What follows belongs to an exercise in optimizing a design on an open flow for small area, a short achievable clock period and few clock cycles per item; a production flow would make more cautious choices.
Where RTL was checked, it was by simulation tests only, not by an equivalence proof against the original.
The RTL of runs 1 to 3 and 5 was laid out without a check of its function.

==> flow/design.v <==
package muldiv_pkg;
  typedef enum logic [2:0] {
    OpMul    = 3'b000,
    OpMulh   = 3'b001,
    OpMulhsu = 3'b010,
    OpMulhu  = 3'b011,
    OpDiv    = 3'b100,
    OpDivu   = 3'b101,
    OpRem    = 3'b110,
    OpRemu   = 3'b111
  } op_e;
  localparam int SMul  = 0;   
  localparam int SMulX = 1;   
  localparam int SDs1  = 2;   
  localparam int SSpec = 3;   
  localparam int SDiv  = 4;   
  localparam int SFix  = 5;   
  localparam int NSt   = 6;
endpackage
module muldiv_div_iter
(
  input  logic [31:0] x_i,
  output logic        nz_o,
  output logic [4:0]  pos_o
);
  logic [15:0] v1;  logic [15:0]     p1;
  logic [7:0]  v2;  logic [7:0][1:0] p2;
  logic [3:0]  v3;  logic [3:0][2:0] p3;
  logic [1:0]  v4;  logic [1:0][3:0] p4;
  always_comb begin
    for (int i = 0; i < 16; i++) begin
      v1[i] = x_i[2*i+1] | x_i[2*i];
      p1[i] = x_i[2*i+1];
    end
    for (int i = 0; i < 8; i++) begin
      v2[i] = v1[2*i+1] | v1[2*i];
      p2[i] = v1[2*i+1] ? {1'b1, p1[2*i+1]} : {1'b0, p1[2*i]};
    end
    for (int i = 0; i < 4; i++) begin
      v3[i] = v2[2*i+1] | v2[2*i];
      p3[i] = v2[2*i+1] ? {1'b1, p2[2*i+1]} : {1'b0, p2[2*i]};
    end
    for (int i = 0; i < 2; i++) begin
      v4[i] = v3[2*i+1] | v3[2*i];
      p4[i] = v3[2*i+1] ? {1'b1, p3[2*i+1]} : {1'b0, p3[2*i]};
    end
    nz_o  = v4[1] | v4[0];
    pos_o = v4[1] ? {1'b1, p4[1]} : {1'b0, p4[0]};
  end
endmodule
module muldiv_unit
#(
  parameter int unsigned XLEN = 32
) (
  input  logic            clk,
  input  logic            rst,
  input  logic            in_valid,
  output logic            in_ready,
  input  logic [2:0]      op,
  input  logic [XLEN-1:0] rs1_data,
  input  logic [XLEN-1:0] rs2_data,
  input  logic [4:0]      rd_in,
  input  logic            flush,
  output logic            out_valid,
  input  logic            out_ready,
  output logic [XLEN-1:0] result,
  output logic [4:0]      rd_out,
  output logic            err
);
  localparam int SMul  = muldiv_pkg::SMul;
  localparam int SMulX = muldiv_pkg::SMulX;
  localparam int SDs1  = muldiv_pkg::SDs1;
  localparam int SSpec = muldiv_pkg::SSpec;
  localparam int SDiv  = muldiv_pkg::SDiv;
  localparam int SFix  = muldiv_pkg::SFix;
  localparam int NSt   = muldiv_pkg::NSt;
  logic [NSt-1:0] st_q, st_d;     
  logic        fin_q, fin_d;      
  logic        ov_q, ov_d;        
  logic        rdy_q, rdy_d;      
  logic [4:0]  cnt_q, cnt_d;
  logic [2:0]  jop_q;
  logic [4:0]  jrd_q;
  logic [32:0] md_q, md_d;     
  logic [32:0] acc_q, acc_d;   
  logic [31:0] lo_q, lo_d;     
  logic        neg_q, neg_d;   
  logic        negb_q, bz_q, nza_q, nzb_q, pa_q;
  logic [4:0]  posa_q, posb_q;
  logic        one0_q, two0_q, neg0_q, one1_q, two1_q, neg1_q, inv_q;
  logic        one0_d, two0_d, neg0_d, one1_d, two1_d, neg1_d, inv_d;
  logic        one2_q, two2_q, neg2_q, one3_q, two3_q, neg3_q;
  logic        one2_d, two2_d, neg2_d, one3_d, two3_d, neg3_d;
  logic [31:0] res_q;
  logic [4:0]  rrd_q;
  logic        short_q, lux_q;   
  logic j_rem, j_signed, j_lo, j_ux;
  assign j_rem    = jop_q[1];                
  assign j_signed = ~jop_q[0];               
  assign j_lo     = (jop_q[1:0] == 2'b00);   
  assign j_ux     = lux_q;                   
  logic [33:0] x0, x1, x2, x3, pp0, pp1, pp2, pp3;
  logic [40:0] ra, rb, rc, rd, re, s1, c1, s2, c2, s3, c3, t;
  assign x0  = one0_q ? {md_q[32], md_q} : (two0_q ? {md_q, 1'b0} : 34'd0);
  assign x1  = one1_q ? {md_q[32], md_q} : (two1_q ? {md_q, 1'b0} : 34'd0);
  assign x2  = one2_q ? {md_q[32], md_q} : (two2_q ? {md_q, 1'b0} : 34'd0);
  assign x3  = one3_q ? {md_q[32], md_q} : (two3_q ? {md_q, 1'b0} : 34'd0);
  assign pp0 = x0 ^ {34{neg0_q}};
  assign pp1 = x1 ^ {34{neg1_q}};
  assign pp2 = x2 ^ {34{neg2_q}};
  assign pp3 = x3 ^ {34{neg3_q}};
  assign ra  = {{8{acc_q[32]}}, acc_q} ^ {41{inv_q}};
  assign rb  = {{7{pp0[33]}}, pp0};
  assign rc  = {{5{pp1[33]}}, pp1, neg3_q, neg0_q};
  assign rd  = {{3{pp2[33]}}, pp2, neg3_q, neg1_q, neg3_q, neg3_q};
  assign re  = {{1{pp3[33]}}, pp3, neg3_q, neg2_q, {4{neg3_q}}};
  assign s1  = ra ^ rb ^ rc;
  assign c1  = {((ra[39:0] & rb[39:0]) | (ra[39:0] & rc[39:0]) | (rb[39:0] & rc[39:0])), neg3_q};
  assign s2  = s1 ^ c1 ^ rd;
  assign c2  = {((s1[39:0] & c1[39:0]) | (s1[39:0] & rd[39:0]) | (c1[39:0] & rd[39:0])), neg3_q};
  assign s3  = s2 ^ c2 ^ re;
  assign c3  = {((s2[39:0] & c2[39:0]) | (s2[39:0] & re[39:0]) | (c2[39:0] & re[39:0])), neg3_q};
  assign t   = s3 + c3 + {40'd0, inv_q | neg3_q};
  function automatic logic [2:0] booth(input logic h, input logic m, input logic l);
    booth = {m ^ l, (h & ~m & ~l) | (~h & m & l), h & ~(m & l)};
  endfunction
  logic        neg_a, neg_b, bz, special;
  logic        b_signed, a_short, b_short, swap, short_d;
  logic [31:0] xa, xb;
  logic        nz_a, nz_b;
  logic [4:0]  pos_a, pos_b;
  logic [6:0]  nd;
  logic [4:0]  nsh;
  logic [32:0] dsh;
  assign b_signed = rs2_data[31] & ((op == 3'd0) | (op == 3'd1) | (op == 3'd4) | (op == 3'd6));
  assign xa    = rs1_data ^ {32{a_signed}};
  assign xb    = rs2_data ^ {32{b_signed}};
  assign a_short = (xa[31:15] == '0);
  assign b_short = (xb[31:15] == '0);
  logic bx, ax;
  assign bx      = rs2_data[31] & ((op == 3'd2) | (op == 3'd3));
  assign ax      = rs1_data[31] & (op == 3'd3);
  assign swap    = ~op[2] & ~b_short & (a_short | (bx & ~ax));
  assign short_d = ~op[2] & (a_short | b_short);
  muldiv_div_iter u_len_a (.x_i(xa), .nz_o(nz_a), .pos_o(pos_a));
  muldiv_div_iter u_len_b (.x_i(xb), .nz_o(nz_b), .pos_o(pos_b));
  assign neg_a = md_q[32];
  assign neg_b = negb_q;
  logic        pa;
  always_comb begin
    pa = a_signed;
    for (int i = 0; i < 31; i++) pa = pa & (~xa[i+1] | xa[i]);
  end
  assign nd      = (nza_q ? {2'b0, posa_q} + 7'd1 : 7'd0) + {6'd0, pa_q}
                 - (nzb_q ? {2'b0, posb_q} + 7'd1 : 7'd0);
  assign bz      = bz_q;
  assign special = bz | nd[6];
  assign nsh     = nd[5] ? 5'd31 : nd[4:0];
  assign dsh     = {neg_b, lo_q} << nsh;
  logic        q;
  logic [31:0] quo_next;
  assign q        = ~t[32];
  assign quo_next = {lo_q[30:0], q};
  logic wr, hold, load, a_signed;
  assign wr       = fin_q & ~ov_q;
  assign hold     = fin_q & ov_q;     
  assign load     = rdy_q;            
  assign in_ready = rdy_q;
  assign a_signed = rs1_data[31] & ((op == 3'd0) | (op == 3'd1) | (op == 3'd2) | (op == 3'd4) |
                                    (op == 3'd6));
  logic [31:0] res_d;
  always_comb begin
    res_d = t[31:0];
    if (st_q[SMul])  res_d = short_q ? (j_lo ? {t[23:0], lo_q[31:24]} : {{15{t[40]}}, t[40:24]})
                                     : (j_lo ? {t[7:0], lo_q[31:8]} : t[39:8]);
    if (st_q[SSpec]) res_d = lo_q;
    if (st_q[SDiv])  res_d = quo_next;
  end
  always_comb begin
    st_d  = st_q;
    fin_d = 1'b0;
    cnt_d = cnt_q;
    md_d  = md_q;
    acc_d = acc_q;
    lo_d  = lo_q;
    neg_d = neg_q;
    {one0_d, two0_d, neg0_d} = 3'b100;
    {one1_d, two1_d, neg1_d} = 3'b000;
    {one2_d, two2_d, neg2_d} = 3'b000;
    {one3_d, two3_d, neg3_d} = 3'b000;
    inv_d = 1'b0;
    if (st_q[SMul]) begin
      acc_d = t[40:8];
      lo_d  = {t[7:0], lo_q[31:8]};
      cnt_d = cnt_q - 5'd1;
      {one0_d, two0_d, neg0_d} = booth(lo_q[9], lo_q[8], lo_q[7]);
      {one1_d, two1_d, neg1_d} = booth(lo_q[11], lo_q[10], lo_q[9]);
      {one2_d, two2_d, neg2_d} = booth(lo_q[13], lo_q[12], lo_q[11]);
      {one3_d, two3_d, neg3_d} = booth(lo_q[15], lo_q[14], lo_q[13]);
      if (cnt_q == 5'd1) fin_d = ~(j_ux & lo_q[15]);
      if (cnt_q == 5'd0) begin
        st_d = '0;
        st_d[SMulX] = 1'b1;
        fin_d = 1'b1;
        {one0_d, two0_d, neg0_d} = 3'b100;
        {one1_d, two1_d, neg1_d} = 3'b000;
        {one2_d, two2_d, neg2_d} = 3'b000;
        {one3_d, two3_d, neg3_d} = 3'b000;
      end
    end
    if (st_q[SMulX]) begin
      acc_d = t[32:0];
    end
    if (st_q[SDs1]) begin
      acc_d = t[32:0];
      md_d  = dsh;
      cnt_d = nsh;
      neg_d = j_rem ? neg_a : (neg_a ^ neg_b);
      st_d  = '0;
      lo_d  = ({32{special & j_rem}} & md_q[31:0]) | {32{special & ~j_rem & bz}};
      if (special) begin
        st_d[SSpec] = 1'b1;
        fin_d = 1'b1;
      end else begin
        st_d[SDiv] = 1'b1;
        fin_d = (nsh == 5'd0) & ~j_rem & ~(j_rem ? neg_a : (neg_a ^ neg_b));
      end
      neg0_d = ~neg_b;               
    end
    if (st_q[SDiv]) begin
      acc_d = t[32:0];
      lo_d  = quo_next;
      md_d  = {md_q[32], md_q[32:1]};
      cnt_d = cnt_q - 5'd1;
      neg0_d = ~(t[32] ^ md_q[32]);  
      if (cnt_q == 5'd1) fin_d = ~j_rem & ~neg_q;
      if (cnt_q == 5'd0) begin
        md_d = md_q;
        st_d = '0;
        st_d[SFix] = 1'b1;
        fin_d = 1'b1;
        if (j_rem) begin
          one0_d = t[32];
          neg0_d = t[32] & (md_q[32] ^ neg_q);
          inv_d  = neg_q;
        end else begin
          acc_d  = {1'b0, quo_next};
          one0_d = 1'b0;
          neg0_d = 1'b0;
          inv_d  = 1'b1;
        end
      end
    end
    if (wr) st_d = '0;
    if (hold) begin
      st_d  = st_q;
      fin_d = fin_q;
      cnt_d = cnt_q;
      md_d  = md_q;
      acc_d = acc_q;
      lo_d  = lo_q;
      neg_d = neg_q;
      {one0_d, two0_d, neg0_d, one1_d, two1_d, neg1_d, inv_d} =
        {one0_q, two0_q, neg0_q, one1_q, two1_q, neg1_q, inv_q};
      {one2_d, two2_d, neg2_d, one3_d, two3_d, neg3_d} =
        {one2_q, two2_q, neg2_q, one3_q, two3_q, neg3_q};
    end
    if (load) begin
      cnt_d = short_d ? 5'd1 : 5'd3;
      md_d  = swap ? {b_signed, rs2_data} : {a_signed, rs1_data};
      lo_d  = swap ? rs1_data : rs2_data;
      acc_d = '0;
      fin_d = 1'b0;
      st_d  = '0;
      inv_d = 1'b0;
      if (op[2]) begin
        {one0_d, two0_d, neg0_d} = {1'b1, 1'b0, a_signed};   
        {one1_d, two1_d, neg1_d} = 3'b000;
      end else begin
        {one0_d, two0_d, neg0_d} = booth(lo_d[1], lo_d[0], 1'b0);
        {one1_d, two1_d, neg1_d} = booth(lo_d[3], lo_d[2], lo_d[1]);
        {one2_d, two2_d, neg2_d} = booth(lo_d[5], lo_d[4], lo_d[3]);
        {one3_d, two3_d, neg3_d} = booth(lo_d[7], lo_d[6], lo_d[5]);
      end
      if (in_valid) begin
        if (op[2]) st_d[SDs1] = 1'b1;
        else       st_d[SMul] = 1'b1;
      end
    end
    if (flush) begin
      st_d  = '0;
      fin_d = 1'b0;
    end
  end
  always_comb begin
    ov_d = ov_q;
    if (ov_q & out_ready) ov_d = 1'b0;
    if (wr) ov_d = 1'b1;
    if (flush) ov_d = 1'b0;
    rdy_d = ~|st_d | (fin_d & ~ov_d);
  end
  always_ff @(posedge clk or negedge rst) begin
    if (!rst) begin
      st_q  <= '0;
      fin_q <= 1'b0;
      ov_q  <= 1'b0;
      rdy_q <= 1'b1;
    end else begin
      st_q  <= st_d;
      fin_q <= fin_d;
      ov_q  <= ov_d;
      rdy_q <= rdy_d;
    end
  end
  always_ff @(posedge clk) begin
    cnt_q <= cnt_d;
    md_q  <= md_d;
    acc_q <= acc_d;
    lo_q  <= lo_d;
    neg_q <= neg_d;
    {one0_q, two0_q, neg0_q, one1_q, two1_q, neg1_q, inv_q} <=
      {one0_d, two0_d, neg0_d, one1_d, two1_d, neg1_d, inv_d};
    {one2_q, two2_q, neg2_q, one3_q, two3_q, neg3_q} <=
      {one2_d, two2_d, neg2_d, one3_d, two3_d, neg3_d};
    negb_q <= b_signed;
    bz_q   <= (rs2_data == '0);
    nza_q  <= nz_a;
    nzb_q  <= nz_b;
    posa_q <= pos_a;
    posb_q <= pos_b;
    pa_q   <= pa;
    if (load) begin
      jop_q   <= op;
      jrd_q   <= rd_in;
      short_q <= short_d;
      lux_q   <= (op == 3'd3) | ((op == 3'd2) & ~swap);
    end
    if (wr) begin
      res_q <= res_d;
      rrd_q <= jrd_q;
    end
  end
  assign out_valid = ov_q;
  assign result    = res_q;
  assign rd_out    = rrd_q;
  assign err       = 1'b0;
endmodule
==> flow/run.sh <==
#!/bin/bash
# synth_recipe.tcl (not shown) runs the flow's synth.tcl, then flattens the netlist and writes it again
# the make line also repeats each setting of config.mk as NAME=value (left out here)
make -C /OpenROAD-flow-scripts/flow DESIGN_CONFIG=/design/flow/config.mk WORK_HOME=/design/flow/orfs CLKGATE_MAP_FILE= SYNTH_SCRIPT=/design/flow/synth_recipe.tcl finish
==> flow/config.mk <==
export PLATFORM = sky130hd
export DESIGN_NAME = muldiv_unit
export DESIGN_NICKNAME = muldiv_unit
export VERILOG_FILES = /design/flow/design.v
export SDC_FILE = /design/flow/constraint.sdc
export NUM_CORES = 4
export LEC_CHECK = 0
export CAP_MARGIN = 20
export CORE_MARGIN = 2
export CORE_UTILIZATION = 40
export SETUP_SLACK_MARGIN = 5
export SLEW_MARGIN = 20
export TNS_END_PERCENT = 0
==> flow/constraint.sdc <==
create_clock -name core_clock -period 11.0 [get_ports {clk}]
set_input_delay 2.2000 -clock core_clock [delete_from_list [all_inputs] [get_ports {clk}]]
set_output_delay 2.2000 -clock core_clock [all_outputs]
set_load 0.01 [all_outputs]
==> run_results.csv, run 1 <==
group,metric,value,unit
status,outcome,"timing/DRC/antenna clean",
cts,h-tree-depth,4,
grt,grt_pass1_vias,24194,
die,pin_count,117,
critical_path,crit_family,"adder cells",
cts,cts_buffers,17,
flow_run,drv_cap,0,
sta,hold_ws,0.429,ns
cts,cts-root-buf,"clkbuf_16",
logic_synthesis,yosysMostFrequentCell,"nand2_1",
place,port_buffers,115,
place,hpwl,86.2,mm
routing,vias_per_cell,6.74,
logic_synthesis,synthCells,3117,
cells_and_area,n_fill_cell,6020,
cells_and_area,final_net_count,3291,
critical_path,worstSetupPathType,"flop to flop",
die,rows,90,
cts,cts_hold_buf,0,
logic_synthesis,ys_seq_elements,187,
place,dp_slack,3.60,ns
sta,finClkSkew,0.0172,ns
routing,finalWirelength,115,mm
critical_path,worst_path_max_delay_cell,"edfxtp_1",
sta,hold_viol_final,0,
cells_and_area,regArea,5030,um2
logic_synthesis,syn_nets,3370,
logic_synthesis,avgSynthCellArea,7.84,um2
routing,vias,25829,
routing,drc,0,
grt,grt_overflow_total,0,
sta,rsz0062_at_grt,"true",
logic_synthesis,synth_common_cells,"nand2_1, clkbuf_1, a21oi_1",
place,place_area,25800,um2
critical_path,max_stage_delay,0.54,ns
logic_synthesis,synth.cell_area,24400,um2
grt,antenna_found_initial,3,
routing,ant_nets,0,
logic_synthesis,synth-async-reset-ratio,4.81,%
die,initial_core_util,40.5,%
critical_path,worst-path-max-fanout,19,
sta,slew_violations,0,
cts,clkLatencyLatePin,0.48,ns
critical_path,crit_path_end_kind,"flop",
sta,maxSlewHeadroom,16.1,%
logic_synthesis,netlist.area_leader.share,15.1,%
cts,clock_path_buffers,2,
critical_path,arrival,6.24,ns
sta,worst_pin_slew,1.25,ns
logic_synthesis,synth-edff-count,123,
die,core,60400,um2
sta,setup_ws,4.95,ns
cells_and_area,multi_input_area,18000,um2
cts,clk_pin_slew,0.09,ns
die,die_area,63100,um2
cts,cts_tree,"built",
die,fp.dieH,251,um
cells_and_area,fin_area,27500,um2
grt,track_usage,35.3,%
sta,min_period,6.05,ns
place,gp_congestion,1.02,
sta,setup_tns,0,ns
sta,fmax,165,MHz
logic_synthesis,ys_top_cells_by_area,"edfxtp_1, fa_1, nand2_1",
routing,avgRoutedWirePerCell,30.1,um
critical_path,crit_path_start_kind,"flop",
critical_path,path_cells,"buf_12 > nor2b_4 > buf_12 > clkbuf_16 > a22oi_1 > xnor2_1 > fa_1 > inv_1 > fa_1 > inv_1 > fa_1 > ha_1 > a21oi_2 > o21ai_1 > a21boi_1 > a211oi_2 > o31a_1 > nor2_4 > nor2_1 > o311ai_0",
cells_and_area,drive_above_1_share,9.60,%
critical_path,crit_top_cell,"fa_1",
die,die_w,251,um
logic_synthesis,synth_area_leader_cell,"edfxtp_1",
logic_synthesis,synthFlopType,"edfxtp_1",
logic_synthesis,synth_cell_type_count,100,
worst_hold_path,hold_class,"flop to flop",
grt,grt_max_degree,80,
cells_and_area,syn_to_final_growth,12.4,%
grt,grt_first_pass_wirelength,166,mm
routing,first_iter_violations,3790,
logic_synthesis,ys_seq_area_share,20.6,%
sta,period_share,55.0,%
cts,cts_sinks,187,
sta,finalSetupViolations,0,
critical_path,required,11.19,ns
critical_path,worst-path-buf-inv,5,
logic_synthesis,ys_warn_count,2,
routing,dr.pass1.iters,6,
-- area by class of cell --
class,instances,area share (%)
inverter,203,2.78
tap,782,3.56
multi-input combinational,2425,65.7
timing repair buffer,204,7.32
antenna,2,0.0182
clock buffer,17,1.55
clock inverter,15,0.752
sequential,187,18.3
-- repair_timing --
action,4_1_cts,5_1_grt
pin swaps,6,15
gates resized for setup,46,86
gates cloned,0,3
setup buffers,12,19
endpoints found under the setup margin,139,138
-- per-layer routing --
metal  GRT usage, %  vias up  routed length (um)
met4           18.2        0                7060
met2           54.7     1639               50400
li1               -    11172                   -
met3           7.98      335               12500
met5              0        -                   0
met1           46.1    12683               45300
-- logic make-up (layout without fill, tap and decap cells) --
kind of cell | after synthesis | count (layout) | synth area share [%]
DFF | 187 | 187 | 20.6
and+or+nand+nor | 889 | 889 | 17.1
adders and majority gates | 176 | 176 | 12.4
xor gates and xnor gates | 215 | 215 | 7.71
buffers and inverters | 505 | 439 | 8.10
AOI/OAI and AO/OA | 1001 | 1001 | 28.0
muxes | 143 | 143 | 6.19
other | 1 | 3 | 0.0153
-- registers in the layout, indices dropped and copies added, names as in the netlist, 2 cells and up --
signal,cells
acc_q,33
md_q,33
lo_q,32
res_q,32
st_q,6
cnt_q,5
jrd_q,5
posa_q,5
posb_q,5
rrd_q,5
jop_q,2
-- metrics by stage --
step / utilization [%] / std cells
after floorplan: - / 3117
after global placement: 42.8 / 3766
after detailed placement: 42.8 / 3766
after CTS: 44.4 / 3810
after global routing: 45.5 / 3833
final: 45.5 / 3835
-- layout by cell type (no fill, tap or decap), drive strengths merged, types with 86 or more instances in the layout --
cell type,n
a21oi,241
a22oi,143
buf,86
clkdlybuf4s50,112
edfxtp,123
fa,109
inv,209
mux2i,109
nand2,336
nor2,190
o21ai,173
xnor2,127
xor2,88
-- path summary, 6_finish.rpt --
check	from	to	slack [ns]	cells after the start
min in group asynchronous	rst	st_q[1]	2.00	1
worst min-delay path	jrd_q[4]	rrd_q[4]	0.43	0
worst max-delay path	one0_q	res_q[28]	4.95	20
worst max register to register	one0_q	res_q[28]	4.95	20
worst min register to register	jrd_q[4]	rrd_q[4]	0.43	0
max in group asynchronous	rst	rdy_q	8.68	1
==> run 2, diff against run 1 <==
--- a/flow/config.mk
+++ b/flow/config.mk
@@ -7,2 +7,3 @@
 export LEC_CHECK = 0
+export ABC_CLOCK_PERIOD_IN_PS = 2500
 export CAP_MARGIN = 20
@@ -12,2 +13,2 @@
 export SLEW_MARGIN = 20
-export TNS_END_PERCENT = 0
+export TNS_END_PERCENT = 100
==> run 2 against run 1 <==
Effect of this change:
- clock-buffer cell count unchanged
- clock skew is 0.00070 ns higher
- first-iteration DRC count fell by 3.3%
- setup slack improved by 0.15 ns
- critical path type unchanged
- critical endpoint is now res_q[5]
- largest cell class unchanged
==> run_results.csv, run 2 <==
group,metric,value,unit
die,initial_core_util,40.5,%
logic_synthesis,synth_area_leader_cell,"edfxtp_1",
critical_path,worstSetupPathType,"flop to flop",
cts,cts_buffers,17,
routing,dr.pass1.iters,6,
routing,ant_nets,0,
grt,grt_use_met1,45.9,%
sta,finClkSkew,0.0179,ns
sta,min_period,5.90,ns
sta,worst_pin_slew,1.14,ns
sta,fmax,169,MHz
die,die_w,251,um
grt,grt_use_met2,54.8,%
status,outcome,"timing/DRC/antenna clean",
routing,avgRoutedWirePerCell,30.1,um
grt,grt_first_pass_wirelength,167,mm
worst_hold_path,hold_class,"flop to flop",
cts,clk_pin_slew,0.09,ns
grt,grtUsageMet3,8.52,%
grt,grt_max_degree,76,
logic_synthesis,avgSynthCellArea,7.84,um2
cells_and_area,n_fill_cell,5970,
cells_and_area,mostFrequentLayoutCells,"nand2_1, a21oi_1, inv_1",
cts,clock_path_buffers,2,
cells_and_area,final_net_count,3319,
place,place_area,25800,um2
critical_path,max_stage_delay,0.57,ns
die,core,60400,um2
cells_and_area,reg_top3,"acc_q x33, md_q x33",
logic_synthesis,yosysMostFrequentCell,"nand2_1",
cts,cts_hold_buf,0,
cts,cts-root-buf,"clkbuf_16",
logic_synthesis,netlist.area_leader.share,15.1,%
critical_path,worst_path_max_delay_cell,"fa_1",
sta,slew_violations,0,
routing,vias_per_cell,6.74,
flow_run,drv_cap,0,
routing,vias,26038,
logic_synthesis,ys_seq_area_share,20.6,%
logic_synthesis,synth-edff-count,123,
grt,track_usage,35.5,%
place,port_buffers,115,
logic_synthesis,ys_top_cells_by_area,"edfxtp_1, fa_1, nand2_1",
cts,h-tree-depth,4,
critical_path,crit_path_start_kind,"flop",
die,fp.dieH,251,um
routing,finalWirelength,116,mm
critical_path,crit_path_end_kind,"flop",
place,gp_congestion,1.02,
logic_synthesis,ys_seq_elements,187,
cells_and_area,syn_to_final_growth,14.5,%
critical_path,required,11.22,ns
logic_synthesis,ys_warn_count,2,
grt,grt-busiest-layer,"met2",
grt,antenna_found_initial,3,
cells_and_area,drive_above_1_share,11.5,%
die,pin_count,117,
routing,drc,0,
logic_synthesis,synth-async-reset-ratio,4.81,%
sta,rsz0062_at_grt,"true",
sta,hold_ws,0.429,ns
sta,finalSetupViolations,0,
critical_path,worst-path-max-fanout,11,
logic_synthesis,synth_cell_type_count,100,
place,hpwl,86.2,mm
sta,hold_viol_final,0,
die,rows,90,
logic_synthesis,synthFlopType,"edfxtp_1",
cts,cts_sinks,187,
grt,grt_overflow_total,0,
critical_path,path_cells,"buf_12 > nor2b_4 > buf_4 > clkbuf_16 > a22oi_1 > xnor2_1 > fa_1 > inv_1 > fa_1 > inv_1 > fa_1 > ha_1 > o211ai_1 > o21ai_1 > o21ai_0 > o21ai_0 > xnor2_2 > buf_12 > inv_1 > mux4_2 > a2bb2oi_2",
logic_synthesis,syn_nets,3370,
sta,setup_tns,0,ns
logic_synthesis,synth_common_cells,"nand2_1, clkbuf_1, a21oi_1",
sta,maxSlewHeadroom,22.2,%
sta,period_share,53.6,%
logic_synthesis,synthCells,3117,
die,die_area,63100,um2
cells_and_area,final_common_cell,"nand2_1",
cells_and_area,utilization,46.3,%
routing,first_iter_violations,3666,
cts,clkLatencyLatePin,0.48,ns
cells_and_area,fin_area,28000,um2
grt,grt_pass1_vias,24414,
cts,cts_tree,"built",
critical_path,arrival,6.12,ns
logic_synthesis,synth.cell_area,24400,um2
[run 2: cell counts after synthesis]
Identical to the previous run, type by type.
[run 2: cells by family after synthesis]
logic type / share of synthesized area, %
xor gates and xnor gates: 7.71
buffers and inverters: 8.10
muxes: 6.19
other: 0.0153
AOI/OAI and AO/OA: 28.0
DFF: 20.6
and+or+nand+nor: 17.1
adders and majority gates: 12.4
[run 2: area by class of cell]
type                       instances  area, um2  share of cell area [%]
multi-input combinational       2425      18300                    65.3
timing repair buffer             232       2290                    8.19
antenna                            1       2.50                 0.00895
tap                              782        978                    3.50
inverter                         203        768                    2.75
clock inverter                    15        206                   0.738
sequential                       187       5030                    18.0
clock buffer                      17        425                    1.52
[run 2: repair_timing]
item                       4_1_cts  5_1_grt
setup endpoints to repair      139       94
cloned                           1        5
setup buffers                   24       32
gates resized for setup         92       91
pin swaps                       13       23
[run 2: worst paths after layout]
kind	startpoint	endpoint	slack (ns)	cells past startpoint
max in group asynchronous	rst	rdy_q	8.68	1
min reg2reg	jrd_q[4]	rrd_q[4]	0.43	0
min in group asynchronous	rst	st_q[1]	2.00	1
min	jrd_q[4]	rrd_q[4]	0.43	0
max	one1_q	res_q[5]	5.10	21
max reg2reg	one1_q	res_q[5]	5.10	21
[run 2: worst max-delay path, delay by kind of cell, from the launching register on]
| kind | cells | cell delay (ns) |
|---|---|---|
| AND/OR/NAND/NOR | 1 | 0.14 |
| AO/OA/AOI/OAI | 6 | 1.32 |
| buffers and inverters | 7 | 0.90 |
| multiplexers | 1 | 0.51 |
| adder cells (fa/ha/maj) | 4 | 1.94 |
| flip-flops | 1 | 0.45 |
| XOR/XNOR | 2 | 0.37 |
[run 2: stage by stage]
stage,worst slack [ns],std cells
2_1_floorplan,5.36,3117
6_report,5.10,3862
4_1_cts,5.01,3823
5_1_grt,4.92,3861
3_5_place_dp,3.60,3766
3_3_place_gp,3.72,3766
[run 2: routing by layer]
metal | share of wire, % | routed length, um | up-vias
li1 | - | - | 11240
met1 | 39 | 45000 | 12696
met2 | 44 | 50800 | 1731
met3 | 11 | 13000 | 369
met4 | 6.3 | 7360 | 2
met5 | 0.052 | 61 | -
==> run 3, diff against run 2 <==
--- a/flow/design.v
+++ b/flow/design.v
@@ -17,3 +17,4 @@
   localparam int SFix  = 5;   
-  localparam int NSt   = 6;
+  localparam int SWait = 6;   
+  localparam int NSt   = 7;
 endpackage
@@ -75,2 +76,3 @@
   localparam int SFix  = muldiv_pkg::SFix;
+  localparam int SWait = muldiv_pkg::SWait;
   localparam int NSt   = muldiv_pkg::NSt;
@@ -177,2 +179,3 @@
     if (st_q[SDiv])  res_d = quo_next;
+    if (st_q[SWait]) res_d = md_q[31:0];
   end
@@ -181,6 +184,6 @@
     fin_d = 1'b0;
-    cnt_d = cnt_q;
+    cnt_d = cnt_q - 5'd1;
     md_d  = md_q;
-    acc_d = acc_q;
-    lo_d  = lo_q;
+    acc_d = t[32:0];
+    lo_d  = {t[7:0], lo_q[31:8]};
     neg_d = neg_q;
@@ -255,13 +258,6 @@
     if (hold) begin
-      st_d  = st_q;
-      fin_d = fin_q;
-      cnt_d = cnt_q;
-      md_d  = md_q;
-      acc_d = acc_q;
-      lo_d  = lo_q;
-      neg_d = neg_q;
-      {one0_d, two0_d, neg0_d, one1_d, two1_d, neg1_d, inv_d} =
-        {one0_q, two0_q, neg0_q, one1_q, two1_q, neg1_q, inv_q};
-      {one2_d, two2_d, neg2_d, one3_d, two3_d, neg3_d} =
-        {one2_q, two2_q, neg2_q, one3_q, two3_q, neg3_q};
+      st_d  = '0;
+      st_d[SWait] = 1'b1;
+      fin_d = 1'b1;
+      md_d  = {1'b0, res_d};
     end
==> run 3 against run 2 <==
Effect of this change:
- still clean on timing, DRC and antenna
- first-iteration DRC count is 3.2% higher
- register-to-register slack got worse by 0.07 ns
- clock skew is 0.0079 ns higher
- critical endpoint is now md_q[1]
- largest cell class unchanged
- highest routed layer unchanged
==> run_results.csv, run 3 <==
group,metric,value,unit
grt,grt_use_met1,45.5,%
place,place_area,25600,um2
sta,hold_viol_final,0,
die,fp.dieH,249,um
routing,avgRoutedWirePerCell,30.0,um
flow_run,drv_cap,0,
grt,grt_first_pass_wirelength,169,mm
cells_and_area,fin_area,28000,um2
die,die_area,62100,um2
sta,min_period,5.97,ns
critical_path,rrSetupSlack,5.03,ns
cells_and_area,reg_top3,"acc_q x33, md_q x33",
logic_synthesis,ys_seq_area_share,19.2,%
cts,cts_sinks,188,
cts,h-tree-depth,4,
sta,fmax,167,MHz
logic_synthesis,ys_warn_count,2,
cells_and_area,mostFrequentLayoutCells,"nand2_1, nor2_1, a21oi_1",
critical_path,worst_path_max_delay_cell,"fa_1",
grt,grt_max_degree,95,
grt,grt_pass1_vias,24861,
die,rows,89,
place,hpwl,85.4,mm
critical_path,path_cells,"nor2b_4 > buf_6 > clkbuf_16 > buf_4 > a22oi_1 > xnor2_1 > fa_1 > inv_1 > fa_1 > inv_1 > fa_1 > ha_4 > and4_2 > nor3b_4 > nand2b_1 > a2bb2oi_4 > buf_4 > or4_1 > nand4_1 > o211ai_1 > a21oi_1 > o211a_1",
die,pin_count,117,
routing,ant_nets,0,
cells_and_area,drive_above_1_share,12.1,%
cts,clock_path_buffers,2,
sta,period_share,54.3,%
die,die_w,249,um
critical_path,worst-path-max-fanout,8,
routing,vias_per_cell,6.67,
sta,slew_violations,0,
critical_path,required,11.38,ns
logic_synthesis,yosysMostFrequentCell,"nand2_1",
place,port_buffers,115,
cts,cts-root-buf,"clkbuf_16",
grt,track_usage,36.4,%
sta,maxSlewHeadroom,23.0,%
grt,grtUsageMet3,7.65,%
grt,grt_overflow_total,0,
die,initial_core_util,40.6,%
logic_synthesis,ys_top_cells_by_area,"edfxtp_1, fa_1, dfxtp_1",
grt,antenna_found_initial,3,
logic_synthesis,ys_seq_elements,188,
status,outcome,"timing/DRC/antenna clean",
grt,grt_use_met2,56.3,%
sta,finalSetupViolations,0,
routing,dr.pass1.iters,7,
cells_and_area,syn_to_final_growth,16.3,%
cells_and_area,fin_cells,3948,
logic_synthesis,syn_nets,3426,
cts,cts_hold_buf,0,
cells_and_area,final_net_count,3413,
critical_path,max_stage_delay,0.52,ns
grt,grt-busiest-layer,"met2",
cells_and_area,final_common_cell,"nand2_1",
routing,finalWirelength,118,mm
logic_synthesis,synth-edff-count,80,
critical_path,worstSetupPathType,"flop to flop",
routing,drc,0,
logic_synthesis,avgSynthCellArea,7.57,um2
logic_synthesis,netlist.area_leader.share,10.0,%
sta,finClkSkew,0.0258,ns
worst_hold_path,hold_class,"flop to flop",
sta,worst_pin_slew,1.14,ns
cts,clk_pin_slew,0.09,ns
logic_synthesis,synth.cell_area,24000,um2
cts,cts_buffers,17,
critical_path,crit_path_start_kind,"flop",
sta,rsz0062_at_grt,"true",
cts,cts_tree,"built",
critical_path,arrival,6.35,ns
place,gp_congestion,1.02,
sta,setup_tns,0,ns
logic_synthesis,synth_cell_type_count,106,
logic_synthesis,synthCells,3173,
logic_synthesis,synth_area_leader_cell,"edfxtp_1",
cts,clkLatencyLatePin,0.52,ns
place,place_inst,3832,
routing,vias,26327,
routing,first_iter_violations,3784,
die,core,59200,um2
logic_synthesis,synth_common_cells,"nand2_1, clkbuf_1, nor2_1",
logic_synthesis,synthFlopType,"dfxtp_1",
critical_path,crit_top_cell,"fa_1",
critical_path,crit_path_end_kind,"flop",
logic_synthesis,synth-async-reset-ratio,5.32,%
## run 3: changes by cell type after synthesis, moves of 20 or more
cell / previous run / this run
dfxtp_1: 55 / 98
nor2_1: 190 / 241
edfxtp_1: 123 / 80
nand2_1: 336 / 381
a21oi_1: 240 / 220
a32oi_1: 26 / 4
a211oi_1: 35 / 85
a31oi_1: 35 / 63
## run 3: worst max-delay path: cells and delay by family (launching register included)
kind | cells | cell delay, ns
DFF | 1 | 0.46
adders and majority gates | 4 | 1.85
and+or+nand+nor | 6 | 1.58
buffers and inverters | 6 | 0.69
xor gates and xnor gates | 1 | 0.20
AOI/OAI and AO/OA | 5 | 1.05
## run 3: final timing paths
path,from,end,cells after the start
setup / recovery,two0_q,md_q[1],22
hold / removal,jrd_q[3],rrd_q[3],0
setup reg to reg,two0_q,md_q[1],22
min in group asynchronous,rst,fin_q,1
max in group asynchronous,rst,st_q[4],1
hold reg to reg,jrd_q[3],rrd_q[3],0
## run 3: cells by family after synthesis
family	share of synthesized area, %
flip-flops	19.2
XOR/XNOR	8.30
buffers and inverters	8.03
adder cells (fa/ha/maj)	12.6
other	0.0156
AND/OR/NAND/NOR	17.4
multiplexers	4.94
AO/OA/AOI/OAI	29.5
## run 3: final cells by class
class | instances | area [um2]
diodes | 2 | 5.00
clock buffers | 17 | 425
clock inverters | 15 | 210
fillers | 5863 | 31300
inverters | 191 | 726
multi-input cells | 2492 | 18500
flip-flops and latches | 188 | 4650
well taps | 773 | 967
repair buffers | 269 | 2520
repair inverters | 1 | 5.00
## run 3: repair_timing
action | in CTS | in global routing
resized for setup | 105 | 105
setup buffers | 26 | 49
gates cloned | 1 | 6
pin swaps | 10 | 46
endpoints found under the setup margin | 116 | 64
## run 3: stage by stage
| step | util (%) | hold slack (ns) | worst slack [ns] |
|---|---|---|---|
| after floorplan | - | 0.400 | 5.23 |
| after global placement | 43.1 | 0.401 | 3.53 |
| after detailed placement | 43.1 | 0.405 | 3.62 |
| after CTS | 45.4 | 0.426 | 5.01 |
| after global routing | 47.2 | 0.435 | 4.87 |
| final | 47.2 | 0.425 | 5.03 |
## run 3: layer usage
layer,share of wire [%],wire length (um),up-vias
li1,-,-,11390
met1,38,44800,12818
met2,44,52200,1678
met3,9.9,11700,437
met4,8.1,9530,4
met5,0.019,22,-
==> run 4, diff against run 3 <==
--- a/flow/design.v
+++ b/flow/design.v
@@ -17,4 +17,3 @@
   localparam int SFix  = 5;   
-  localparam int SWait = 6;   
-  localparam int NSt   = 7;
+  localparam int NSt   = 6;
 endpackage
@@ -76,3 +75,2 @@
   localparam int SFix  = muldiv_pkg::SFix;
-  localparam int SWait = muldiv_pkg::SWait;
   localparam int NSt   = muldiv_pkg::NSt;
@@ -141,6 +139,3 @@
   assign b_short = (xb[31:15] == '0);
-  logic bx, ax;
-  assign bx      = rs2_data[31] & ((op == 3'd2) | (op == 3'd3));
-  assign ax      = rs1_data[31] & (op == 3'd3);
-  assign swap    = ~op[2] & ~b_short & (a_short | (bx & ~ax));
+  assign swap    = ~op[2] & ~b_short & a_short;
   assign short_d = ~op[2] & (a_short | b_short);
@@ -179,3 +174,2 @@
     if (st_q[SDiv])  res_d = quo_next;
-    if (st_q[SWait]) res_d = md_q[31:0];
   end
@@ -184,6 +178,6 @@
     fin_d = 1'b0;
-    cnt_d = cnt_q - 5'd1;
+    cnt_d = cnt_q;
     md_d  = md_q;
-    acc_d = t[32:0];
-    lo_d  = {t[7:0], lo_q[31:8]};
+    acc_d = acc_q;
+    lo_d  = lo_q;
     neg_d = neg_q;
@@ -258,6 +252,13 @@
     if (hold) begin
-      st_d  = '0;
-      st_d[SWait] = 1'b1;
-      fin_d = 1'b1;
-      md_d  = {1'b0, res_d};
+      st_d  = st_q;
+      fin_d = fin_q;
+      cnt_d = cnt_q;
+      md_d  = md_q;
+      acc_d = acc_q;
+      lo_d  = lo_q;
+      neg_d = neg_q;
+      {one0_d, two0_d, neg0_d, one1_d, two1_d, neg1_d, inv_d} =
+        {one0_q, two0_q, neg0_q, one1_q, two1_q, neg1_q, inv_q};
+      {one2_d, two2_d, neg2_d, one3_d, two3_d, neg3_d} =
+        {one2_q, two2_q, neg2_q, one3_q, two3_q, neg3_q};
     end
==> flow/flow/run.sh (new file) <==
#!/bin/bash
# The standard ORFS layout (the standard.sh, unchanged synthesis, floorplan, power
# grid and tap cells), with one change: the buffers that the flow puts on every input and
# output port are sky130_fd_sc_hd__buf_2 rather than the resizer's default choice.
# standard.sh writes each tool's log under orfs/logs; its own output goes to standard.log.
cp standard.sh standard_sh.txt
export BUFFER_PORTS_ARGS="-buffer_cell sky130_fd_sc_hd__buf_2"
bash standard.sh > standard.log 2>&1
==> flow/standard.sh (new file) <==
#!/bin/bash
# synth_recipe.tcl (not shown) runs the flow's synth.tcl, then flattens the netlist and writes it again
# the make line also repeats each setting of config.mk as NAME=value (left out here)
make -C /OpenROAD-flow-scripts/flow DESIGN_CONFIG=/design/flow/config.mk WORK_HOME=/design/flow/orfs CLKGATE_MAP_FILE= SYNTH_SCRIPT=/design/flow/synth_recipe.tcl "${@:-finish}"
removed: flow/run.sh
==> run 4 against run 3 <==
Effect of this change:
- area after synthesis decreased by 1.3%
- highest routed layer unchanged
- wire length decreased by 1.6%
- sequential cell count decreased by 1
- critical path depth decreased by 4
- still clean
- first-iteration DRC count decreased by 18%
- global-route usage increased by 0.86 points
- fmax increased by 0.71%
- via count decreased by 4.3%
==> run_results.csv, run 4 <==
group,metric,value,unit
sta,slew_violations,0,
sta,fmax,169,MHz
die,pin_count,117,
cts,clk_pin_slew,0.08,ns
cells_and_area,multi_input_area,17400,um2
routing,first_iter_violations,3089,
routing,vias,25208,
cts,cts_hold_buf,0,
cells_and_area,utilization,44.4,%
logic_synthesis,synth_common_cells,"nand2_1, clkbuf_1, nor2_1",
logic_synthesis,netlist.area_leader.share,15.6,%
die,die_w,247,um
worst_hold_path,whs_endpoint,"rrd_q[4]",
logic_synthesis,syn_nets,3305,
die,core,58800,um2
critical_path,worstSetupPathType,"flop to flop",
critical_path,arrival,6.23,ns
cells_and_area,final_common_cell,"nand2_1",
die,initial_core_util,40.3,%
die,fp.dieH,247,um
routing,dr.pass1.iters,6,
logic_synthesis,ys_warn_count,2,
sta,setup_tns,0,ns
critical_path,r2r_start,"two1_q",
place,dp_slack,3.46,ns
worst_hold_path,hold_start,"jrd_q[4]",
logic_synthesis,ys_seq_area_share,21.2,%
place,port_buffers,115,
sta,maxSlewHeadroom,29.4,%
sta,finClkSkew,0.0195,ns
cells_and_area,fin_cells,3768,
worst_hold_path,hold_class,"flop to flop",
logic_synthesis,yosysMostFrequentCell,"nand2_1",
cells_and_area,reg_top3,"acc_q x33, md_q x33",
grt,grt_first_pass_wirelength,167,mm
logic_synthesis,synth_area_leader_cell,"edfxtp_1",
sta,worst_pin_slew,1.06,ns
logic_synthesis,ys_top_cells_by_area,"edfxtp_1, fa_1, nand2_1",
worst_hold_path,holdPathStages,0,
grt,grt_overflow_total,0,
cells_and_area,mostFrequentLayoutCells,"nand2_1, nor2_1, inv_1",
cts,cts-root-buf,"clkbuf_16",
cells_and_area,n_fill_cell,5995,
sta,rsz0062_at_grt,"true",
critical_path,ff2ff_path_depth,18,
logic_synthesis,synth-edff-count,123,
flow_run,drv_cap,0,
sta,min_period,5.93,ns
place,place_inst,3715,
logic_synthesis,synthCells,3052,
critical_path,crit_path_end_kind,"flop",
critical_path,reg2reg_to,"res_q[16]",
grt,grt_max_degree,79,
place,place_area,24700,um2
logic_synthesis,ys_seq_elements,187,
status,outcome,"timing/DRC/antenna clean",
logic_synthesis,synth_cell_type_count,89,
cts,cts_tree,"built",
critical_path,rrSetupSlack,5.07,ns
routing,vias_per_cell,6.69,
sta,period_share,53.9,%
critical_path,worst-path-max-fanout,15,
cells_and_area,regArea,5030,um2
routing,ant_nets,0,
sta,finalSetupViolations,0,
place,hpwl,85.3,mm
sta,setup_ws,5.07,ns
sta,hold_viol_final,0,
logic_synthesis,synth-async-reset-ratio,4.81,%
routing,drc,0,
critical_path,required,11.30,ns
cts,cts_sinks,187,
grt,grt_pass1_vias,24214,
cells_and_area,fin_area,26100,um2
routing,finalWirelength,116,mm
cells_and_area,final_net_count,3235,
cts,cts_buffers,17,
place,gp_congestion,1.02,
cells_and_area,syn_to_final_growth,10.0,%
cells_and_area,n_antenna_cell,0,
routing,avgRoutedWirePerCell,30.9,um
cts,h-tree-depth,4,
sta,hold_ws,0.424,ns
die,die_area,61200,um2
logic_synthesis,avgSynthCellArea,7.77,um2
grt,antenna_found_initial,1,
grt,track_usage,37.2,%
cells_and_area,drive_above_1_share,13.7,%
cts,clkLatencyLatePin,0.50,ns
logic_synthesis,synth.cell_area,23700,um2
logic_synthesis,synthFlopType,"edfxtp_1",
cts,clock_path_buffers,2,
die,rows,89,
critical_path,crit_path_start_kind,"flop",
## run 4: changes by cell type after synthesis, moves of 13 or more
cell	previous run	this run
a211oi_1	85	50
a21o_1	35	22
a21oi_1	220	206
a22oi_1	126	150
a31oi_1	63	29
dfxtp_1	98	55
edfxtp_1	80	123
mux2_2	9	29
mux2i_1	95	74
nand2b_1	21	8
o211ai_1	45	31
o21ai_0	174	161
o31ai_1	12	25
## run 4: layer usage
| layer | part of all wire (%) | track usage (%) | wire length, um | up-vias |
|---|---|---|---|---|
| met2 | 45 | 58.7 | 52200 | 1642 |
| met3 | 9.3 | 6.79 | 10900 | 382 |
| met4 | 7.8 | 25.6 | 9070 | 4 |
| met1 | 38 | 46.2 | 44200 | 12350 |
| li1 | - | - | - | 10830 |
| met5 | 0.053 | 0 | 62 | - |
## run 4: cell type report
cell class / count / share of cell area (%)
clock buffer: 17 / 1.63
multi-input combinational: 2377 / 66.9
timing repair buffer: 199 / 4.86
sequential: 187 / 19.3
clock inverter: 15 / 0.739
tap: 773 / 3.71
inverter: 200 / 2.89
## run 4: logic make-up after synthesis
| logic type | Yosys count | share of synthesized area [%] |
|---|---|---|
| other | 1 | 0.0158 |
| xor gates and xnor gates | 223 | 8.24 |
| muxes | 111 | 5.26 |
| adders and majority gates | 176 | 12.7 |
| and+or+nand+nor | 917 | 17.3 |
| AOI/OAI and AO/OA | 948 | 27.3 |
| DFF | 187 | 21.2 |
| buffers and inverters | 489 | 7.99 |
## run 4: worst max-delay path: stages (launching register included)
cell and delay, ns:
edfxtp_1 0.57, nor2b_4 0.34, buf_12 0.19, a22oi_1 0.10, xnor2_1 0.18, fa_1 0.58, fa_1 0.44, fa_1 0.45
ha_1 0.43, a21oi_1 0.23, a2bb2oi_2 0.22, a21boi_4 0.30, o211a_4 0.28, o21ai_2 0.11, a311oi_2 0.34, buf_4 0.24
mux2i_1 0.12, a221o_1 0.35, o221ai_2 0.25
## run 4: timing repair
| item | CTS | global route |
|---|---|---|
| gates cloned | 0 | 2 |
| setup endpoints to repair | 93 | 44 |
| pin swaps | 6 | 15 |
| buffers inserted | 10 | 9 |
| gates resized for setup | 61 | 82 |
## run 4: worst max-delay path by stage
| stage | to | slack, ns | start | depth (start not counted) |
|---|---|---|---|---|
| final | res_q[16] | 5.07 | two1_q | 18 |
| after CTS | res_q[1] | 5.01 | one1_q | 20 |
| after global placement | res_q[24] | 3.56 | one0_q | 20 |
| after detailed placement | res_q[24] | 3.46 | one0_q | 18 |
| after global routing | res_q[27] | 4.89 | one1_q | 18 |
| after floorplan | res_q[5] | 5.28 | two1_q | 21 |
Testbench counts of run 4, summed over its fixed seeds: cycles 14,427, items 3,200.
==> run 5, diff against run 4 <==
--- a/flow/design.v
+++ b/flow/design.v
@@ -50,2 +50,31 @@
 endmodule
+module muldiv_addsk #(parameter int W = 41) (
+  input  logic [W-1:0] a,
+  input  logic [W-1:0] b,
+  input  logic         ci,
+  output logic [W-1:0] s
+);
+  localparam int L = $clog2(W + 1);
+  logic [W:0] g [0:L];
+  logic [W:0] p [0:L];
+  always_comb begin
+    g[0][0] = ci;
+    p[0][0] = 1'b0;
+    for (int i = 0; i < W; i++) begin
+      g[0][i+1] = a[i] & b[i];
+      p[0][i+1] = a[i] ^ b[i];
+    end
+    for (int l = 0; l < L; l++) begin
+      g[l+1] = g[l];
+      p[l+1] = p[l];
+      for (int i = 0; i <= W; i++) begin
+        if ((i >> l) & 1) begin
+          g[l+1][i] = g[l][i] | (p[l][i] & g[l][((i >> l) << l) - 1]);
+          p[l+1][i] = p[l][i] & p[l][((i >> l) << l) - 1];
+        end
+      end
+    end
+    for (int i = 0; i < W; i++) s[i] = p[0][i+1] ^ g[L][i];
+  end
+endmodule
 module muldiv_unit
@@ -122,3 +151,3 @@
   assign c3  = {((s2[39:0] & c2[39:0]) | (s2[39:0] & re[39:0]) | (c2[39:0] & re[39:0])), neg3_q};
-  assign t   = s3 + c3 + {40'd0, inv_q | neg3_q};
+  muldiv_addsk #(.W(41)) u_cpa (.a(s3), .b(c3), .ci(inv_q | neg3_q), .s(t));
   function automatic logic [2:0] booth(input logic h, input logic m, input logic l);
==> flow/run.sh (new file) <==
#!/bin/bash
# synth_recipe.tcl (not shown) runs the flow's synth.tcl, then flattens the netlist and writes it again
# the make line also repeats each setting of config.mk as NAME=value (left out here)
make -C /OpenROAD-flow-scripts/flow DESIGN_CONFIG=/design/flow/config.mk WORK_HOME=/design/flow/orfs CLKGATE_MAP_FILE= SYNTH_SCRIPT=/design/flow/synth_recipe.tcl finish
removed: flow/flow/run.sh
removed: flow/standard.sh
==> run 5 against run 4 <==
Effect of this change:
- still clean
- utilization increased by 3.8 points
- clock skew fell by 0.0035 ns
- wire length decreased by 7.2%
- hold slack lost 0.0023 ns
- global-route usage fell by 1.8 points
- setup slack lost 0.25 ns
- via count shrank 3.8%
- non-clock buffer count is 88 higher
- cell count is 2.2% lower
- critical path type unchanged
==> run_results.csv, run 5 <==
group,metric,value,unit
routing,first_iter_violations,3152,
critical_path,crit_family,"adder cells",
critical_path,crit_path_end_kind,"flop",
place,port_buffers,115,
logic_synthesis,ys_seq_area_share,21.9,%
place,hpwl,77.5,mm
die,die_area,59100,um2
place,gp_congestion,0.993,
critical_path,max_stage_delay,0.52,ns
cts,cts_tree,"built",
logic_synthesis,ys_top_cells_by_area,"edfxtp_1, fa_1, xnor2_1",
sta,slew_violations,0,
routing,drc,0,
logic_synthesis,syn_nets,3128,
grt,grt_max_degree,101,
logic_synthesis,synth.cell_area,22900,um2
sta,setup_tns,0,ns
die,initial_core_util,40.5,%
logic_synthesis,yosysMostFrequentCell,"nand2_1",
place,place_inst,3537,
logic_synthesis,avgSynthCellArea,7.97,um2
cells_and_area,utilization,48.2,%
cells_and_area,multi_input_area,17200,um2
cells_and_area,drive_above_1_share,14.1,%
critical_path,r2r_start,"one0_q",
logic_synthesis,synthFlopType,"edfxtp_1",
critical_path,worst_path_max_delay_cell,"fa_1",
cells_and_area,syn_to_final_growth,19.0,%
critical_path,reg2reg_to,"res_q[7]",
critical_path,required,11.21,ns
status,outcome,"timing/DRC/antenna clean",
grt,track_usage,35.4,%
cells_and_area,fin_cells,3684,
grt,grt_overflow_total,0,
sta,finClkSkew,0.0160,ns
cells_and_area,mostFrequentLayoutCells,"nand2_1, a21oi_1, inv_1",
cts,clk_pin_slew,0.08,ns
logic_synthesis,ys_warn_count,5,
cts,clkLatencyLatePin,0.51,ns
sta,finalSetupViolations,0,
logic_synthesis,netlist.area_leader.share,16.1,%
cts,h-tree-depth,4,
sta,period_share,56.1,%
critical_path,cp.depth,26,
sta,worst_pin_slew,1.14,ns
cts,cts_buffers,17,
logic_synthesis,synth_cell_type_count,92,
critical_path,worst-path-buf-inv,6,
critical_path,rrSetupSlack,4.82,ns
cells_and_area,final_net_count,3171,
cells_and_area,regArea,5030,um2
critical_path,crit_path_end,"res_q[7]",
worst_hold_path,hold_class,"flop to flop",
routing,vias,24261,
grt,grt_first_pass_wirelength,155,mm
cts,cts_hold_buf,0,
logic_synthesis,synth-async-reset-ratio,4.81,%
routing,ant_nets,0,
critical_path,ff2ff_path_depth,26,
routing,vias_per_cell,6.59,
die,rows,87,
critical_path,crit_path_start_kind,"flop",
logic_synthesis,synth-edff-count,123,
sta,rsz0062_at_grt,"true",
logic_synthesis,synthCells,2871,
cts,cts-root-buf,"clkbuf_16",
cells_and_area,n_fill_cell,5459,
critical_path,arrival,6.39,ns
logic_synthesis,synth_area_leader_cell,"edfxtp_1",
die,pin_count,117,
grt,grt_pass1_vias,22852,
cells_and_area,final_common_cell,"nand2_1",
die,fp.dieH,243,um
critical_path,worstSetupPathType,"flop to flop",
cells_and_area,reg_top3,"acc_q x33, md_q x33",
cts,clock_path_buffers,2,
die,die_w,243,um
routing,dr.pass1.iters,7,
sta,hold_viol_final,0,
logic_synthesis,synth_common_cells,"nand2_1, a21oi_1, clkbuf_1",
routing,finalWirelength,108,mm
sta,min_period,6.18,ns
sta,fmax,162,MHz
sta,maxSlewHeadroom,23.9,%
critical_path,cp-startpoint,"one0_q",
routing,avgRoutedWirePerCell,29.3,um
grt,antenna_found_initial,0,
die,core,56500,um2
cts,cts_sinks,187,
critical_path,worst-path-max-fanout,6,
flow_run,drv_cap,0,
logic_synthesis,ys_seq_elements,187,
## run 5: cell types whose count changed in the layout (fill, tap and decap cells not counted), sizes merged, moves of 21 or more
cell | previous run | this run
o21a | 27 | 6
nor2 | 245 | 194
mux2i | 74 | 116
buf | 197 | 171
nand2 | 371 | 282
xor2 | 89 | 64
clkdlybuf4s50 | 0 | 115
## run 5: cells by family after synthesis
| logic type | count (synthesis) | share of synthesized area (%) |
|---|---|---|
| flip-flops | 187 | 21.9 |
| buffers and inverters | 469 | 7.84 |
| AO/OA/AOI/OAI | 896 | 25.8 |
| other | 1 | 0.0164 |
| XOR/XNOR | 217 | 8.31 |
| adder cells (fa/ha/maj) | 180 | 13.6 |
| AND/OR/NAND/NOR | 772 | 15.5 |
| multiplexers | 149 | 7.00 |
## run 5: area by class of cell
type | instances | share of cell area, %
diodes | 1 | 0.00919
flip-flops and latches | 187 | 18.5
inverters | 204 | 2.81
clock inverters | 12 | 0.469
clock buffers | 20 | 1.68
multi-input cells | 2217 | 63.1
well taps | 756 | 3.47
repair buffers | 287 | 9.98
## run 5: routing by layer
metal,up-vias,share of wire [%],GRT usage (%)
li1,10443,-,-
met1,11861,38,45.0
met2,1550,44,54.6
met3,407,10,7.36
met4,0,7.2,22.6
met5,-,0,0
## run 5: worst reg2reg max path: stages (launching register included)
cell and delay (ns):
edfxtp_1 0.43, buf_12 0.16, nor2b_4 0.14, buf_6 0.12, buf_12 0.11, buf_12 0.10, a22oi_2 0.05, xor2_1 0.19
fa_1 0.51, fa_1 0.51, inv_2 0.04, fa_1 0.52, ha_4 0.22, a21o_1 0.17, a221o_1 0.35, a222oi_1 0.38
buf_4 0.24, a211oi_4 0.09, o21ai_2 0.18, nand2_2 0.08, fa_2 0.49, mux2i_2 0.21, a21oi_1 0.10, mux2i_1 0.17
nor2_1 0.06, a21oi_1 0.14, o21ai_1 0.10
## run 5: per-stage QoR
stage	hold slack (ns)	worst slack, ns	cell area (um2)
6_report	0.422	4.82	27200
5_1_grt	0.427	4.57	27200
4_1_cts	0.422	4.85	26300
3_5_place_dp	0.405	3.92	24500
3_3_place_gp	0.402	4.01	24500
2_1_floorplan	0.400	5.03	22900
## run 5: worst min path at each step
stage                   from  slack [ns]  endpoint  depth (start not counted)
detailed placement  jrd_q[4]        0.41  rrd_q[4]                          0
CTS                 jrd_q[4]        0.42  rrd_q[4]                          0
global route        jrd_q[3]        0.43  rrd_q[3]                          0
finish              jrd_q[4]        0.42  rrd_q[4]                          0
global placement    jrd_q[1]        0.40  rrd_q[1]                          0
floorplan           jrd_q[0]        0.40  rrd_q[0]                          0
## run 5: what timing repair did
item | CTS | global route
gates resized for setup | 123 | 103
pin swaps | 62 | 61
cloned | 6 | 1
endpoints found under the setup margin | 108 | 62
buffers inserted | 60 | 45

==> re-timing with driven ports <==
The flow's constraints put no driver on any port. The routed layouts listed below were extracted and timed again, unchanged, in two steps.
Step 1, drivers: a clkbuf_16 drives clk and a buf_2 each remaining input, both assumed.
Step 2, shift: input delay + t, output delay - t, t = (earliest + latest rising clock arrival at the registers) / 2. This alone moves slack from input paths to output paths.
Three values: no drivers, after step 1, after step 2; two values: the first two.
run | shift t [ns] | slack for setup (ns) | worst slew at a driven data input, ns | cell pins on the clock port's net
run 1 | 0.523 | 4.950 / 4.950 / 4.644 | 0.06 | 1
run 2 | 0.524 | 5.099 / 5.099 / 4.614 | 0.06 | 1
run 3 | 0.577 | 5.030 / 5.030 / 4.632 | 0.06 | 1
run 4 | 0.546 | 5.072 / 5.072 / 4.716 | 0.05 | 1
run 5 | 0.567 | 4.824 / 4.824 / 4.650 | 0.05 | 1
After both steps setup and hold are still met in every run listed. For run 2, which loses most, drivers alone change the setup slack by 0.000 ns; drivers and shift together by -0.485 ns.
